Background: an optimization exercise with open tools, aiming at small area. Do not read the settings as production practice.
Only simulation tests tie the RTL to the original design; equivalence was not proved.
Power is estimated from default activity; no workload was simulated.

==> zinc: inputs <==
==> flow/design.v <==
module data_mem_subsystem #(
    parameter int MEM_LATENCY = 5    
) (
    input  logic       clock,
    input  logic       reset,
    input  logic       read,
    input  logic       write,
    input  logic [7:0] address,
    input  logic [7:0] writedata,
    output logic [7:0] readdata,
    output logic       busywait
);
    localparam int RL = 7;        
    logic [7:0]        valid_q;
    logic [7:0]        dirty_q;
    logic [7:0][2:0]   tag_q;
    logic [7:0][31:0]  data_q;
    logic [7:0][RL-1:0][31:0] rd_q;    
    logic [7:0][RL-1:0][2:0]  rt_q;    
    logic [2:0]  ph_q;                 
    logic        clr_q;                
    logic        busy_q;               
    logic [3:0]  cnt_q;                
    logic        pfill_q;              
    logic [2:0]  tag, idx;
    logic [1:0]  off;
    logic        req, cur_valid, cur_dirty, hit;
    logic [2:0]  cur_tag;
    logic [31:0] cur_data;
    assign tag = address[7:5];
    assign idx = address[4:2];
    assign off = address[1:0];
    assign req = read | write;
    assign cur_valid = valid_q[idx];
    assign cur_dirty = dirty_q[idx];
    assign cur_tag   = tag_q[idx];
    assign cur_data  = data_q[idx];
    assign hit = cur_valid & (cur_tag == tag);
    logic [7:0][31:0] tap_d;
    logic [7:0][2:0]  tap_t;
    always_comb begin
        for (int i = 0; i < 8; i++) begin
            tap_d[i] = rd_q[i][RL-1];
            tap_t[i] = clr_q ? ph_q + 3'd1 : rt_q[i][RL-1];
        end
    end
    logic start, fill_pend, self_fill, fill_now, st;
    assign start     = ~busy_q & ~pfill_q & req & ~hit;
    assign fill_pend = pfill_q | start;
    assign self_fill = ~cur_valid & (cur_tag == tag);
    assign fill_now  = fill_pend & (self_fill | (tap_t[idx] == tag));
    assign st  = write & ~busy_q & (hit | pfill_q);
    assign busywait = req & (busy_q | (~hit & ~pfill_q));
    logic [7:0] dirty_d;
    always_comb begin
        for (int i = 0; i < 8; i++)
            dirty_d[i] = ((idx == i) & st) | (dirty_q[i] & ~((idx == i) & fill_now));
    end
    logic [7:0] sw;                    
    always_comb begin
        for (int i = 0; i < 8; i++)
            sw[i] = clr_q | (fill_now & ~self_fill & (idx == i));
    end
    always_ff @(posedge clock) begin
        for (int i = 0; i < 8; i++) begin
            for (int k = 1; k < RL; k++) begin
                rd_q[i][k] <= rd_q[i][k-1];
                rt_q[i][k] <= rt_q[i][k-1];
            end
            rd_q[i][0] <= sw[i] ? data_q[i] : tap_d[i];
            rt_q[i][0] <= (fill_now && !self_fill && idx == i) ? tag_q[i] : tap_t[i];
        end
    end
    logic [7:0][31:0] datan_q;
    logic [3:0] st_l;                  
    logic [7:0] fl;                    
    logic [7:0][3:0] hold, fsel, ssel;
    logic [7:0][31:0] data_d;
    always_comb begin
        data_q = ~datan_q;
        for (int l = 0; l < 4; l++) st_l[l] = st & (off == l);
        for (int i = 0; i < 8; i++) fl[i] = fill_now & (idx == i);
        for (int i = 0; i < 8; i++)
            for (int l = 0; l < 4; l++) begin
                ssel[i][l] = st_l[l] & (idx == i);
                fsel[i][l] = fl[i] & ~self_fill & ~clr_q & ~st_l[l];
                hold[i][l] = ~clr_q & ~fl[i] & ~ssel[i][l];
                data_d[i][l*8 +: 8] = ({8{hold[i][l]}} & data_q[i][l*8 +: 8]) |
                                      ({8{fsel[i][l]}} & tap_d[i][l*8 +: 8]) |
                                      ({8{ssel[i][l]}} & writedata);
            end
    end
    always_ff @(posedge clock) datan_q <= ~data_d;
    always_comb begin
        readdata = 8'h00;
        for (int i = 0; i < 8; i++)
            for (int l = 0; l < 4; l++)
                readdata = readdata | ({8{read & (idx == i) & (off == l)}} & data_d[i][l*8 +: 8]);
    end
    always_ff @(posedge clock or posedge reset) begin
        if (reset) begin
            busy_q  <= 1'b0;
            cnt_q   <= '0;
            pfill_q <= 1'b0;
            valid_q <= '0;
            dirty_q <= '0;
            tag_q   <= '0;
            ph_q    <= '0;
            clr_q   <= 1'b1;
        end else begin
            if (clr_q) begin
                ph_q <= ph_q + 3'd1;
                if (ph_q == 3'd6) clr_q <= 1'b0;
            end
            if (busy_q) begin
                cnt_q <= cnt_q - 4'd1;
                if (cnt_q == 4'd0) busy_q <= 1'b0;
            end else if (start) begin
                busy_q <= 1'b1;
                cnt_q  <= (cur_valid & cur_dirty) ? 2 * MEM_LATENCY - 1 : MEM_LATENCY - 1;
            end
            pfill_q <= fill_pend & ~fill_now;
            if (fill_now) begin
                valid_q[idx] <= 1'b1;
                tag_q[idx]   <= tag;
            end
            dirty_q <= dirty_d;
        end
    end
endmodule
==> flow/flow/run.sh <==
#!/bin/bash
# Own layout flow: the standard ORFS flow (standard.sh) with these changes
# to how the layout is made:
#  - synthesis maps the combinational logic with an area-oriented ABC script
#    (flow/abc_area_map.script in place of ORFS's abc_speed.script); the rest of
#    the synthesis script, and so every register and its name, is unchanged;
#  - clock tree: larger sink clusters on clkbuf_16 and no dummy loads;
#  - port buffers: buf_2 instead of the delay cell buffer_ports picks itself.
# The make run's full output goes to flow_make.log in the work folder; ORFS's
# per-step logs stay under orfs/logs.
set -euo pipefail
W=$PWD
rm -rf "$W/scripts_abc"
cp -r "$FLOW_HOME/scripts" "$W/scripts_abc"
cp "$W/flow/abc_area_map.script" "$W/scripts_abc/abc_speed.script"
export SCRIPTS_DIR="$W/scripts_abc"
export CTS_ARGS="-sink_clustering_enable -repair_clock_nets -dont_use_dummy_load -sink_clustering_size 19 -sink_clustering_max_diameter 50 -buf_list sky130_fd_sc_hd__clkbuf_8"
export BUFFER_PORTS_ARGS="-buffer_cell sky130_fd_sc_hd__buf_2"
bash standard.sh finish > flow_make.log 2>&1
==> flow/flow/abc_area_map.script <==
strash
balance
dch -f
amap
topo
==> flow/standard.sh <==
#!/bin/bash
# synth_recipe.tcl (not shown) runs the flow's synth.tcl, then flattens the netlist and writes it again
# the make line also repeats each setting of config.mk as NAME=value (left out here)
make -C /OpenROAD-flow-scripts/flow DESIGN_CONFIG=/design/flow/config.mk WORK_HOME=/design/flow/orfs CLKGATE_MAP_FILE= SYNTH_SCRIPT=/design/flow/synth_recipe.tcl "${@:-finish}"
==> flow/config.mk <==
export PLATFORM = sky130hd
export DESIGN_NAME = data_mem_subsystem
export DESIGN_NICKNAME = data_mem_subsystem
export VERILOG_FILES = /design/flow/design.v
export SDC_FILE = /design/flow/constraint.sdc
export NUM_CORES = 4
export LEC_CHECK = 0
export CAP_MARGIN = 20
export CORE_MARGIN = 2
export CORE_UTILIZATION = 40
export SETUP_SLACK_MARGIN = 0.3
export SLEW_MARGIN = 20
==> flow/constraint.sdc <==
create_clock -name core_clock -period 10.0 [get_ports {clock}]
set_input_delay 2.0000 -clock core_clock [delete_from_list [all_inputs] [get_ports {clock}]]
set_output_delay 2.0000 -clock core_clock [all_outputs]
set_load 0.01 [all_outputs]
==> yarrow (differences from zinc) <==
==> flow/design.v, changed modules only <==
module data_mem_subsystem #(
    parameter int MEM_LATENCY = 5    
) (
    input  logic       clock,
    input  logic       reset,
    input  logic       read,
    input  logic       write,
    input  logic [7:0] address,
    input  logic [7:0] writedata,
    output logic [7:0] readdata,
    output logic       busywait
);
    localparam int RL = 7;        
    logic [7:0]        valid_q;
    logic [7:0]        dirty_q;
    logic [7:0][2:0]   tag_q;
    logic [7:0][31:0]  data_q;
    logic [7:0][RL-1:0][31:0] rd_q;    
    logic [7:0][RL-1:0][2:0]  rt_q;    
    logic [2:0]  ph_q;                 
    logic        clr_q;                
    logic        busy_q;               
    logic [3:0]  cnt_q;                
    logic        pfill_q;              
    logic [2:0]  tag, idx;
    logic [1:0]  off;
    logic        req, cur_valid, cur_dirty, hit;
    logic [2:0]  cur_tag;
    logic [31:0] cur_data;
    assign tag = address[7:5];
    assign idx = address[4:2];
    assign off = address[1:0];
    assign req = read | write;
    assign cur_valid = valid_q[idx];
    assign cur_dirty = dirty_q[idx];
    assign cur_tag   = tag_q[idx];
    assign cur_data  = data_q[idx];
    assign hit = cur_valid & (cur_tag == tag);
    logic [7:0][31:0] tap_d;
    logic [7:0][2:0]  tap_t;
    always_comb begin
        for (int i = 0; i < 8; i++) begin
            tap_d[i] = rd_q[i][RL-1];
            tap_t[i] = clr_q ? ph_q + 3'd1 : rt_q[i][RL-1];
        end
    end
    logic start, fill_pend, self_fill, fill_now, byp, st;
    assign start     = ~busy_q & ~pfill_q & req & ~hit;
    assign fill_pend = pfill_q | start;
    assign self_fill = ~cur_valid & (cur_tag == tag);
    assign fill_now  = fill_pend & (self_fill | (tap_t[idx] == tag));
    assign byp = ~busy_q & pfill_q;
    assign st  = write & ~busy_q & (hit | pfill_q);
    assign busywait = req & (busy_q | (~hit & ~pfill_q));
    logic [7:0] sw;                    
    always_comb begin
        for (int i = 0; i < 8; i++)
            sw[i] = clr_q | (fill_now & ~self_fill & (idx == i));
    end
    always_ff @(posedge clock) begin
        for (int i = 0; i < 8; i++) begin
            for (int k = 1; k < RL; k++) begin
                rd_q[i][k] <= rd_q[i][k-1];
                rt_q[i][k] <= rt_q[i][k-1];
            end
            rd_q[i][0] <= sw[i] ? data_q[i] : tap_d[i];
            rt_q[i][0] <= (fill_now && !self_fill && idx == i) ? tag_q[i] : tap_t[i];
        end
    end
    logic [3:0] st_l;                  
    logic [7:0] fl;                    
    logic [7:0][3:0] hold, fsel, ssel;
    logic [7:0][31:0] data_d;
    always_comb begin
        for (int l = 0; l < 4; l++) st_l[l] = st & (off == l);
        for (int i = 0; i < 8; i++) fl[i] = fill_now & (idx == i);
        for (int i = 0; i < 8; i++)
            for (int l = 0; l < 4; l++) begin
                ssel[i][l] = st_l[l] & (idx == i);
                fsel[i][l] = fl[i] & ~self_fill & ~clr_q & ~st_l[l];
                hold[i][l] = ~clr_q & ~fl[i] & ~ssel[i][l];
                data_d[i][l*8 +: 8] = ({8{hold[i][l]}} & data_q[i][l*8 +: 8]) |
                                      ({8{fsel[i][l]}} & tap_d[i][l*8 +: 8]) |
                                      ({8{ssel[i][l]}} & writedata);
            end
    end
    always_ff @(posedge clock) data_q <= data_d;
    logic [31:0] rword;
    assign rword = data_d[idx];
    assign readdata = read ? rword[{off, 3'b000} +: 8] : 8'h00;
    always_ff @(posedge clock or posedge reset) begin
        if (reset) begin
            busy_q  <= 1'b0;
            cnt_q   <= '0;
            pfill_q <= 1'b0;
            valid_q <= '0;
            dirty_q <= '0;
            tag_q   <= '0;
            ph_q    <= '0;
            clr_q   <= 1'b1;
        end else begin
            if (clr_q) begin
                ph_q <= ph_q + 3'd1;
                if (ph_q == 3'd6) clr_q <= 1'b0;
            end
            if (busy_q) begin
                cnt_q <= cnt_q - 4'd1;
                if (cnt_q == 4'd0) busy_q <= 1'b0;
            end else if (start) begin
                busy_q <= 1'b1;
                cnt_q  <= (cur_valid & cur_dirty) ? 2 * MEM_LATENCY - 1 : MEM_LATENCY - 1;
            end
            pfill_q <= fill_pend & ~fill_now;
            if (fill_now) begin
                valid_q[idx] <= 1'b1;
                tag_q[idx]   <= tag;
            end
            if (st)
                dirty_q[idx] <= 1'b1;
            else if (fill_now)
                dirty_q[idx] <= 1'b0;
        end
    end
endmodule
==> flow/run.sh (new file) <==
#!/bin/bash
# synth_recipe.tcl (not shown) runs the flow's synth.tcl, then flattens the netlist and writes it again
# the make line also repeats each setting of config.mk as NAME=value (left out here)
make -C /OpenROAD-flow-scripts/flow DESIGN_CONFIG=/design/flow/config.mk WORK_HOME=/design/flow/orfs CLKGATE_MAP_FILE= SYNTH_SCRIPT=/design/flow/synth_recipe.tcl finish
Settings changed: CTS_BUF_LIST set to sky130_fd_sc_hd__clkbuf_8, CTS_CLUSTER_DIAMETER set to 50, CTS_CLUSTER_SIZE set to 18.
removed: flow/flow/run.sh
removed: flow/flow/abc_area_map.script
removed: flow/standard.sh
==> delta (differences from zinc) <==
--- a/flow/flow/run.sh
+++ b/flow/flow/run.sh
@@ -14,6 +14,6 @@
 cp -r "$FLOW_HOME/scripts" "$W/scripts_abc"
 cp "$W/flow/abc_area_map.script" "$W/scripts_abc/abc_speed.script"
 export SCRIPTS_DIR="$W/scripts_abc"
-export CTS_ARGS="-sink_clustering_enable -repair_clock_nets -dont_use_dummy_load -sink_clustering_size 19 -sink_clustering_max_diameter 50 -buf_list sky130_fd_sc_hd__clkbuf_8"
+export CTS_ARGS="-sink_clustering_enable -repair_clock_nets -dont_use_dummy_load -sink_clustering_size 30 -sink_clustering_max_diameter 70 -buf_list sky130_fd_sc_hd__clkbuf_16"
 export BUFFER_PORTS_ARGS="-buffer_cell sky130_fd_sc_hd__buf_2"
 bash standard.sh finish > flow_make.log 2>&1
==> flow/flow/abc_area_map.script (replaced) <==
strash
dch -f
amap
topo
==> comparison <==
delta finished but failed the layout checks on setup timing. yarrow completed without violations. zinc went through all stages and came out clean. The highest clock skew belongs to zinc, the lowest to yarrow. Clock power: yarrow > delta > zinc. Of yarrow and delta, yarrow has the higher routed wire length (gap about 40%, measured against delta). Of yarrow and delta, yarrow has the higher die area (gap about 6%, measured against delta). Against zinc, the synthesized cell count of yarrow is larger by 6.5%. Of delta and yarrow, delta has the higher sequential power (gap 24%, measured against yarrow). Fmax, highest first: zinc, yarrow, delta. The lowest power belongs to yarrow, the highest to delta. Between zinc and yarrow, the lower combinational power is in yarrow (gap 50%, measured against yarrow). Cell area: delta is smaller than yarrow (3.9%).
==> figures <==
DRT Wirelength: zinc 115 mm; yarrow 158 mm; delta 114 mm
Internal portion of total power: zinc 13.3 mW; yarrow 11.7 mW; delta 13.9 mW
Number of cells upsized or downsized after cts: zinc 8; yarrow 6; delta 94
Max transition margin: zinc 0.318; yarrow 0.264; delta 0.155
Capture point of the worst path: zinc readdata[7]; yarrow readdata[0]; delta readdata[3]
Global Route met2 Usage: zinc 0.237; yarrow 0.295; delta 0.237
VDD IR max: zinc 0.119 mV; yarrow 0.144 mV; delta 0.206 mV
Minimum hold slack: zinc 244 ps; yarrow 294 ps; delta 271 ps
Xor and xnor fraction of the mapped netlist area: zinc 0; yarrow 0.000895; delta 0
Post-CTS setup buffers: zinc 0; yarrow 0; delta 3
Total power per unit cell area: zinc 294 nW/um2; yarrow 239 nW/um2; delta 293 nW/um2
Bufs and invs on worst path: zinc 6; yarrow 5; delta 6
Result of the run: zinc finished clean; yarrow finished clean; delta failed layout checks
Layout check failures: zinc -; yarrow -; delta setup timing
Hpwl dp: zinc 72.8 mm; yarrow 107 mm; delta 73.4 mm
Setup Total Neg Slack: zinc 0 ps; yarrow 0 ps; delta -3260 ps
Number of DRC markers in iteration 0: zinc 2721; yarrow 3404; delta 2338
Vias in the first global route: zinc 27600; yarrow 32000; delta 28200
Share of synthesized area spent on multiplexers: zinc 0; yarrow 0.0559; delta 0
Post-layout total power: zinc 17.6 mW; yarrow 15.6 mW; delta 18.5 mW
Fin area: zinc 59900 um2; yarrow 65400 um2; delta 62900 um2
Largest net degree at the start of global routing: zinc 65; yarrow 61; delta 65
Most numerous cell on the critical path: zinc nor2_1; yarrow buf_4; delta nor2_1

[what the ideal ports hide]
The results above use ideal ports. As a check the final layouts listed here were re-extracted and re-timed, cells and wires unchanged.
Step 1: set_driving_cell puts a clkbuf_16 on clock and a buf_2 on each other input, an assumption about the parent block.
Step 2 times the ports against the registers' clock, not the clock port: input delays grow and output delays shrink by t, the midpoint of the rising clock arrivals with the driver on.
a / b / c = ideal ports / drivers / drivers and shift; a / b = the first two.
| run | shift t [ns] | setup slack, ns | hold slack, ns | slew at the worst register clock pin (ns) |
|---|---|---|---|---|
| zinc | 0.891 | 0.573 / 0.537 / 0.537 | 0.244 / 0.244 / 0.244 | 0.12 / 0.12 |
| yarrow | 1.006 | 0.203 / 0.145 / 0.145 | 0.294 / 0.294 / 0.294 | 0.11 / 0.11 |
| delta | 0.778 | -0.468 / -0.552 / -0.552 | 0.271 / 0.271 / 0.271 | 0.11 / 0.11 |
For delta, which loses most, drivers alone change the setup slack by -0.084 ns; drivers and shift together by -0.084 ns.
